What follows belongs to an exercise in optimizing a design on an open flow for small area and a short achievable clock period; a production flow would make more cautious choices. Where RTL was checked, it was by simulation tests only, not by an equivalence proof against the original. Power is estimated from default activity; no workload was simulated.

==> flow/design.v <==
package accum_bank_pkg;
  localparam int sys_cols   = 4;
  localparam int P_BITWIDTH = 16;
endpackage
module accum_column
#(
  parameter int IN_W  = accum_bank_pkg::P_BITWIDTH,
  parameter int ACC_W = 32,
  parameter int DEPTH = 16
) (
  input  logic             clk,
  input  logic             valid_i,
  input  logic             first_i,
  input  logic [IN_W-1:0]  data_i,
  output logic [ACC_W-1:0] data_o,
  output logic             ovf_o
);
  localparam int HI_W = ACC_W - IN_W;
  localparam int LV   = $clog2(IN_W);
  logic [ACC_W:0] body_q [DEPTH-1];
  logic [ACC_W:0] tail_q;
  logic [ACC_W:0] head_s;
  logic [IN_W-1:0] a_lo_s, s_lo_s, res_lo_s;
  logic            c_lo_s, sx_s;
  logic [HI_W-1:0] a_hi_s, inc_s, dec_s, up_s, dn_s, res_hi_s;
  logic [HI_W-1:0] all1_s, all0_s;
  logic            is_max_s, is_min_s, ovf_s, flag_s;
  assign head_s = body_q[0];
  assign a_hi_s = head_s[ACC_W-1:IN_W];
  assign a_lo_s = head_s[IN_W-1:0];
  assign sx_s   = data_i[IN_W-1];
  assign {c_lo_s, s_lo_s} = {1'b0, a_lo_s} + {1'b0, data_i};
  for (genvar i = 0; i < HI_W; i++) begin : g_hi
    assign all1_s[i] = &a_hi_s[i:0];
    assign all0_s[i] = ~|a_hi_s[i:0];
  end
  assign inc_s    = a_hi_s ^ {all1_s[HI_W-2:0], 1'b1};
  assign dec_s    = a_hi_s ^ {all0_s[HI_W-2:0], 1'b1};
  assign is_max_s = ~a_hi_s[HI_W-1] & all1_s[HI_W-2];
  assign is_min_s =  a_hi_s[HI_W-1] & all0_s[HI_W-2];
  assign up_s     = is_max_s ? a_hi_s : inc_s;
  assign dn_s     = is_min_s ? a_hi_s : dec_s;
  always_comb begin
    ovf_s = sx_s ? (~c_lo_s & is_min_s) : (c_lo_s & is_max_s);
    if (first_i) begin
      res_hi_s = {HI_W{sx_s}};
      res_lo_s = data_i;
    end else begin
      if (c_lo_s) res_hi_s = sx_s ? a_hi_s : up_s;
      else        res_hi_s = sx_s ? dn_s : a_hi_s;
      res_lo_s = ovf_s ? {IN_W{~sx_s}} : s_lo_s;
    end
    flag_s = ~first_i & (head_s[ACC_W] | ovf_s);
  end
  always_ff @(posedge clk) begin
    if (valid_i) begin
      tail_q <= {flag_s, res_hi_s, res_lo_s};
      body_q[DEPTH-2] <= tail_q;
      for (int i = 0; i < DEPTH-2; i++) body_q[i] <= body_q[i+1];
    end
  end
  assign data_o = tail_q[ACC_W-1:0];
  assign ovf_o  = tail_q[ACC_W];
endmodule
module accum_bank
#(
  parameter int COLS     = accum_bank_pkg::sys_cols,
  parameter int IN_W     = accum_bank_pkg::P_BITWIDTH,
  parameter int ACC_W    = 32,
  parameter int DEPTH    = 16,
  parameter bit SATURATE = 1'b1,
  localparam int ROW_W   = $clog2(DEPTH)
) (
  input  logic                  clk,
  input  logic                  rst,
  input  logic                  i_valid,
  input  logic                  i_first,
  input  logic                  i_last,
  input  logic [COLS*IN_W-1:0]  i_data,
  output logic [COLS-1:0]       o_valid,
  output logic [COLS*ROW_W-1:0] o_row,
  output logic [COLS*ACC_W-1:0] o_data,
  output logic [COLS-1:0]       o_ovf,
  output logic                  o_tile_done
);
  logic [COLS:0]  v_s, e_s, f_s;
  logic [ROW_W-1:0] r_s [COLS+1];
  logic [ROW_W-1:0] row_q;
  logic             done_q;
  always_ff @(posedge clk or posedge rst) begin
    if (rst) row_q <= '0;
    else if (i_valid) row_q <= row_q + 1'b1;
  end
  assign v_s[0] = i_valid;
  assign e_s[0] = i_valid & i_last;
  assign f_s[0] = i_first;
  assign r_s[0] = row_q;
  for (genvar s = 1; s <= COLS; s++) begin : g_stage
    always_ff @(posedge clk or posedge rst) begin
      if (rst) begin
        v_s[s] <= 1'b0;
        e_s[s] <= 1'b0;
      end else begin
        v_s[s] <= v_s[s-1];
        e_s[s] <= e_s[s-1];
      end
    end
    always_ff @(posedge clk) begin
      f_s[s] <= f_s[s-1];
      r_s[s] <= r_s[s-1];
    end
  end
  always_ff @(posedge clk or posedge rst) begin
    if (rst) done_q <= 1'b0;
    else     done_q <= e_s[COLS-1] & (r_s[COLS-1] == ROW_W'(DEPTH-1));
  end
  assign o_tile_done = done_q;
  for (genvar c = 0; c < COLS; c++) begin : g_lane
    accum_column #(
      .IN_W (IN_W),
      .ACC_W(ACC_W),
      .DEPTH(DEPTH)
    ) u_col (
      .clk    (clk),
      .valid_i(v_s[c]),
      .first_i(f_s[c]),
      .data_i (i_data[c*IN_W +: IN_W]),
      .data_o (o_data[c*ACC_W +: ACC_W]),
      .ovf_o  (o_ovf[c])
    );
    assign o_valid[c]             = e_s[c+1];
    assign o_row[c*ROW_W +: ROW_W] = r_s[c+1];
  end
endmodule
clock: 7.5 ns
lec_check: 0
cap_margin: 20
core_margin: 2
core_utilization: 55
cts_cluster_diameter: 150
cts_cluster_size: 25
setup_slack_margin: 4.2
slew_margin: 20
run.sh (not shown) runs the stock make flow with config.mk's settings and CLKGATE_MAP_FILE= SYNTH_SCRIPT=/design/flow/synth_recipe.tcl, a recipe that flattens the netlist after the stock synthesis.
Rerun with:
--- a/flow/design.v
+++ b/flow/design.v
@@ -16,51 +16,48 @@
   output logic             ovf_o
 );
   localparam int HI_W = ACC_W - IN_W;
-  localparam int LV   = $clog2(IN_W);
   logic [ACC_W:0] body_q [DEPTH-1];
   logic [ACC_W:0] tail_q;
-  logic [ACC_W:0] head_s;
+  logic           sat_q;
+  logic [ACC_W:0] head_s, tail_s;
   logic [IN_W-1:0] a_lo_s, s_lo_s, res_lo_s;
   logic            c_lo_s, sx_s;
   logic [HI_W-1:0] a_hi_s, inc_s, dec_s, up_s, dn_s, res_hi_s;
-  logic [HI_W-1:0] all1_s, all0_s;
   logic            is_max_s, is_min_s, ovf_s, flag_s;
   assign head_s = body_q[0];
   assign a_hi_s = head_s[ACC_W-1:IN_W];
   assign a_lo_s = head_s[IN_W-1:0];
   assign sx_s   = data_i[IN_W-1];
   assign {c_lo_s, s_lo_s} = {1'b0, a_lo_s} + {1'b0, data_i};
-  for (genvar i = 0; i < HI_W; i++) begin : g_hi
-    assign all1_s[i] = &a_hi_s[i:0];
-    assign all0_s[i] = ~|a_hi_s[i:0];
-  end
-  assign inc_s    = a_hi_s ^ {all1_s[HI_W-2:0], 1'b1};
-  assign dec_s    = a_hi_s ^ {all0_s[HI_W-2:0], 1'b1};
-  assign is_max_s = ~a_hi_s[HI_W-1] & all1_s[HI_W-2];
-  assign is_min_s =  a_hi_s[HI_W-1] & all0_s[HI_W-2];
+  assign inc_s    = a_hi_s + 1'b1;
+  assign dec_s    = a_hi_s - 1'b1;
+  assign is_max_s = (a_hi_s == {1'b0, {(HI_W-1){1'b1}}});
+  assign is_min_s = (a_hi_s == {1'b1, {(HI_W-1){1'b0}}});
   assign up_s     = is_max_s ? a_hi_s : inc_s;
   assign dn_s     = is_min_s ? a_hi_s : dec_s;
   always_comb begin
-    ovf_s = sx_s ? (~c_lo_s & is_min_s) : (c_lo_s & is_max_s);
+    ovf_s = ~first_i & (sx_s ? (~c_lo_s & is_min_s) : (c_lo_s & is_max_s));
     if (first_i) begin
       res_hi_s = {HI_W{sx_s}};
       res_lo_s = data_i;
     end else begin
       if (c_lo_s) res_hi_s = sx_s ? a_hi_s : up_s;
       else        res_hi_s = sx_s ? dn_s : a_hi_s;
-      res_lo_s = ovf_s ? {IN_W{~sx_s}} : s_lo_s;
+      res_lo_s = s_lo_s;
     end
     flag_s = ~first_i & (head_s[ACC_W] | ovf_s);
   end
+  assign tail_s = {tail_q[ACC_W:IN_W], sat_q ? {IN_W{~tail_q[ACC_W-1]}} : tail_q[IN_W-1:0]};
   always_ff @(posedge clk) begin
     if (valid_i) begin
       tail_q <= {flag_s, res_hi_s, res_lo_s};
-      body_q[DEPTH-2] <= tail_q;
+      sat_q  <= ovf_s;
+      body_q[DEPTH-2] <= tail_s;
       for (int i = 0; i < DEPTH-2; i++) body_q[i] <= body_q[i+1];
     end
   end
-  assign data_o = tail_q[ACC_W-1:0];
-  assign ovf_o  = tail_q[ACC_W];
+  assign data_o = tail_s[ACC_W-1:0];
+  assign ovf_o  = tail_s[ACC_W];
 endmodule
 module accum_bank
 #(
Effect: Area after synthesis climbs by 0.88%. Clock skew climbs by 0.0053 ns. Final area climbs by 1.8%. Non-clock buffer count climbs by 88. Critical path depth climbs by 2. Setup slack gets worse by 0.095 ns. Power hardly moves. Global-route usage drops by 0.14 points. Die area climbs by 0.87%. Combinational power climbs by about 9%. Register-to-register slack hardly moves.
No functional check of the RTL was part of the second run of this note.

========
Setup of v1:
accum_bank, a different RTL version from the one above (not shown whole).
==> module accum_column, before the edit <==
module accum_column
#(
  parameter int IN_W  = accum_bank_pkg::P_BITWIDTH,
  parameter int ACC_W = 32,
  parameter int DEPTH = 16
) (
  input  logic             clk,
  input  logic             valid_i,
  input  logic             first_i,
  input  logic [IN_W-1:0]  data_i,
  output logic [ACC_W-1:0] data_o,
  output logic             ovf_o
);
  localparam int HI_W = ACC_W - IN_W;
  logic [ACC_W:0] body_q [DEPTH-1];
  logic [ACC_W:0] tail_q;
  logic [ACC_W:0] head_s;
  logic [IN_W-1:0] a_lo_s, s_lo_s;
  logic            c_lo_s, sx_s;
  logic [HI_W-1:0] a_hi_s, inc_s, dec_s, hi_s, res_hi_s;
  logic [IN_W-1:0] res_lo_s;
  logic            is_max_s, is_min_s, ovf_s, flag_s;
  assign head_s = body_q[0];
  assign a_hi_s = head_s[ACC_W-1:IN_W];
  assign a_lo_s = first_i ? '0 : head_s[IN_W-1:0];
  assign sx_s   = data_i[IN_W-1];
  assign {c_lo_s, s_lo_s} = {1'b0, a_lo_s} + {1'b0, data_i};
  assign inc_s    = a_hi_s + 1'b1;
  assign dec_s    = a_hi_s - 1'b1;
  assign is_max_s = (a_hi_s == {1'b0, {(HI_W-1){1'b1}}});
  assign is_min_s = (a_hi_s == {1'b1, {(HI_W-1){1'b0}}});
  always_comb begin
    case ({c_lo_s, sx_s})
      2'b10:   hi_s = inc_s;
      2'b01:   hi_s = dec_s;
      default: hi_s = a_hi_s;
    endcase
    ovf_s = ~first_i & ((c_lo_s & ~sx_s & is_max_s) | (~c_lo_s & sx_s & is_min_s));
    if (first_i) begin
      res_hi_s = {HI_W{sx_s}};
      res_lo_s = data_i;
    end else if (ovf_s) begin
      res_hi_s = {sx_s, {(HI_W-1){~sx_s}}};
      res_lo_s = {IN_W{~sx_s}};
    end else begin
      res_hi_s = hi_s;
      res_lo_s = s_lo_s;
    end
    flag_s = ~first_i & (head_s[ACC_W] | ovf_s);
  end
  always_ff @(posedge clk) begin
    if (valid_i) begin
      tail_q <= {flag_s, res_hi_s, res_lo_s};
      body_q[DEPTH-2] <= tail_q;
      for (int i = 0; i < DEPTH-2; i++) body_q[i] <= body_q[i+1];
    end
  end
  assign data_o = tail_q[ACC_W-1:0];
  assign ovf_o  = tail_q[ACC_W];
endmodule
Settings: LEC_CHECK=0, ABC_CLOCK_PERIOD_IN_PS=3000, CAP_MARGIN=20, CORE_MARGIN=2, CORE_UTILIZATION=40, SETUP_SLACK_MARGIN=4.5, SLEW_MARGIN=20; clock period 7.5 ns.
Here is what was changed in the inputs of v14 compared with v1.
-- flow/design.v --
<<< v1, line 16
  output logic             ovf_o
);
  localparam int HI_W = ACC_W - IN_W;
  logic [ACC_W:0] body_q [DEPTH-1];
  logic [ACC_W:0] tail_q;
  logic [ACC_W:0] head_s;
  logic [IN_W-1:0] a_lo_s, s_lo_s;
  logic            c_lo_s, sx_s;
  logic [HI_W-1:0] a_hi_s, inc_s, dec_s, hi_s, res_hi_s;
  logic [IN_W-1:0] res_lo_s;
  logic            is_max_s, is_min_s, ovf_s, flag_s;
  assign head_s = body_q[0];
  assign a_hi_s = head_s[ACC_W-1:IN_W];
  assign a_lo_s = first_i ? '0 : head_s[IN_W-1:0];
  assign sx_s   = data_i[IN_W-1];
  assign {c_lo_s, s_lo_s} = {1'b0, a_lo_s} + {1'b0, data_i};
  assign inc_s    = a_hi_s + 1'b1;
  assign dec_s    = a_hi_s - 1'b1;
  assign is_max_s = (a_hi_s == {1'b0, {(HI_W-1){1'b1}}});
  assign is_min_s = (a_hi_s == {1'b1, {(HI_W-1){1'b0}}});
  always_comb begin
    case ({c_lo_s, sx_s})
      2'b10:   hi_s = inc_s;
      2'b01:   hi_s = dec_s;
      default: hi_s = a_hi_s;
    endcase
    ovf_s = ~first_i & ((c_lo_s & ~sx_s & is_max_s) | (~c_lo_s & sx_s & is_min_s));
    if (first_i) begin
      res_hi_s = {HI_W{sx_s}};
      res_lo_s = data_i;
    end else if (ovf_s) begin
      res_hi_s = {sx_s, {(HI_W-1){~sx_s}}};
      res_lo_s = {IN_W{~sx_s}};
    end else begin
      res_hi_s = hi_s;
      res_lo_s = s_lo_s;
    end
    flag_s = ~first_i & (head_s[ACC_W] | ovf_s);
  end
  always_ff @(posedge clk) begin
    if (valid_i) begin
      tail_q <= {flag_s, res_hi_s, res_lo_s};
      body_q[DEPTH-2] <= tail_q;
      for (int i = 0; i < DEPTH-2; i++) body_q[i] <= body_q[i+1];
>>> v14, line 16
  output logic             ovf_o
);
  localparam logic [ACC_W-1:0] ACC_MAX = {1'b0, {(ACC_W-1){1'b1}}};
  localparam logic [ACC_W-1:0] ACC_MIN = {1'b1, {(ACC_W-1){1'b0}}};
  logic [ACC_W:0] body_q [DEPTH-1];
  logic [ACC_W:0] tail_q;
  logic [ACC_W:0] head_s;
  logic [ACC_W-1:0] acc_s, x_ext_s, res_s;
  logic [ACC_W:0]   sum_s;
  logic             ovf_s, flag_s;
  assign head_s  = body_q[0];
  assign x_ext_s = ACC_W'($signed(data_i));
  assign acc_s   = first_i ? '0 : head_s[ACC_W-1:0];
  always_comb begin
    sum_s  = {acc_s[ACC_W-1], acc_s} + {x_ext_s[ACC_W-1], x_ext_s};
    ovf_s  = sum_s[ACC_W] ^ sum_s[ACC_W-1];
    flag_s = (~first_i & head_s[ACC_W]) | ovf_s;
    if (ovf_s) res_s = sum_s[ACC_W] ? ACC_MIN : ACC_MAX;
    else       res_s = sum_s[ACC_W-1:0];
  end
  always_ff @(posedge clk) begin
    if (valid_i) begin
      tail_q <= {flag_s, res_s};
      body_q[DEPTH-2] <= tail_q;
      for (int i = 0; i < DEPTH-2; i++) body_q[i] <= body_q[i+1];
Findings:
For core box area, v1 and v14 come out practically identical. Count of clock-buffer cells in the layout shrinks by a few percent when moving from v1 to v14. Global routing usage on met2: v14 vs v1 up 0.99 points. v14 against v1: combinational group share of total power increased by 1.2 points relative to the old numbers; count of inverters not on the clock network in the layout increased by 50% relative to the old numbers. Delta (v14 minus v1): combinational power +18%; worst setup slack shows an increase of 1.14 ns; area overhead of the layout relative to synthesis went down. Maximum number of pins on one net before global-route repair of v14 falls short of that of v1 slightly. Max power across v14 and v1: v14. v1 -> v14: total routed wire length on the met1 layer decreased slightly. Part of the cycle the worst path needs in v14 is 15 points below v1. Comparing v1 with v14, the synthesized cell count came out essentially unchanged.
No functional check of the RTL was part of any run of this note.

separate check: timing with driven ports:
How much do the figures lean on ideal ports? The routed layouts below were timed once more, with nothing changed but the port constraints.
Step 1 (the two cells are an assumption about what drives the block):
set clk [get_ports {clk}]
set_driving_cell -lib_cell sky130_fd_sc_hd__clkbuf_16 $clk
set_driving_cell -lib_cell sky130_fd_sc_hd__buf_2 [delete_from_list [all_inputs] $clk]
Step 2 moves the port delays by t, midway between the first and last clock arrival at a register: inputs arrive t later, outputs are due t later. That takes back most of the time a late clock gives input paths.
Slacks: ideal / step 1 / step 2; pairs: ideal / step 1.
run	shift t [ns]	setup slack, ns	hold WS [ns]
the first run of note 1	0.788	4.091 / 4.126 / 3.339	0.366 / 0.366 / 0.366
the second run of note 1	0.784	3.996 / 3.951 / 3.254	0.361 / 0.361 / 0.361
v1	0.893	2.606 / 2.663 / 1.770	0.351 / 0.351 / 0.351
v14	0.871	3.746 / 3.765 / 2.894	0.338 / 0.338 / 0.338
After both steps every run listed still meets setup and hold. The setup slack of v14, which loses most, moves by +0.019 ns with the drivers and by -0.852 ns with both steps.
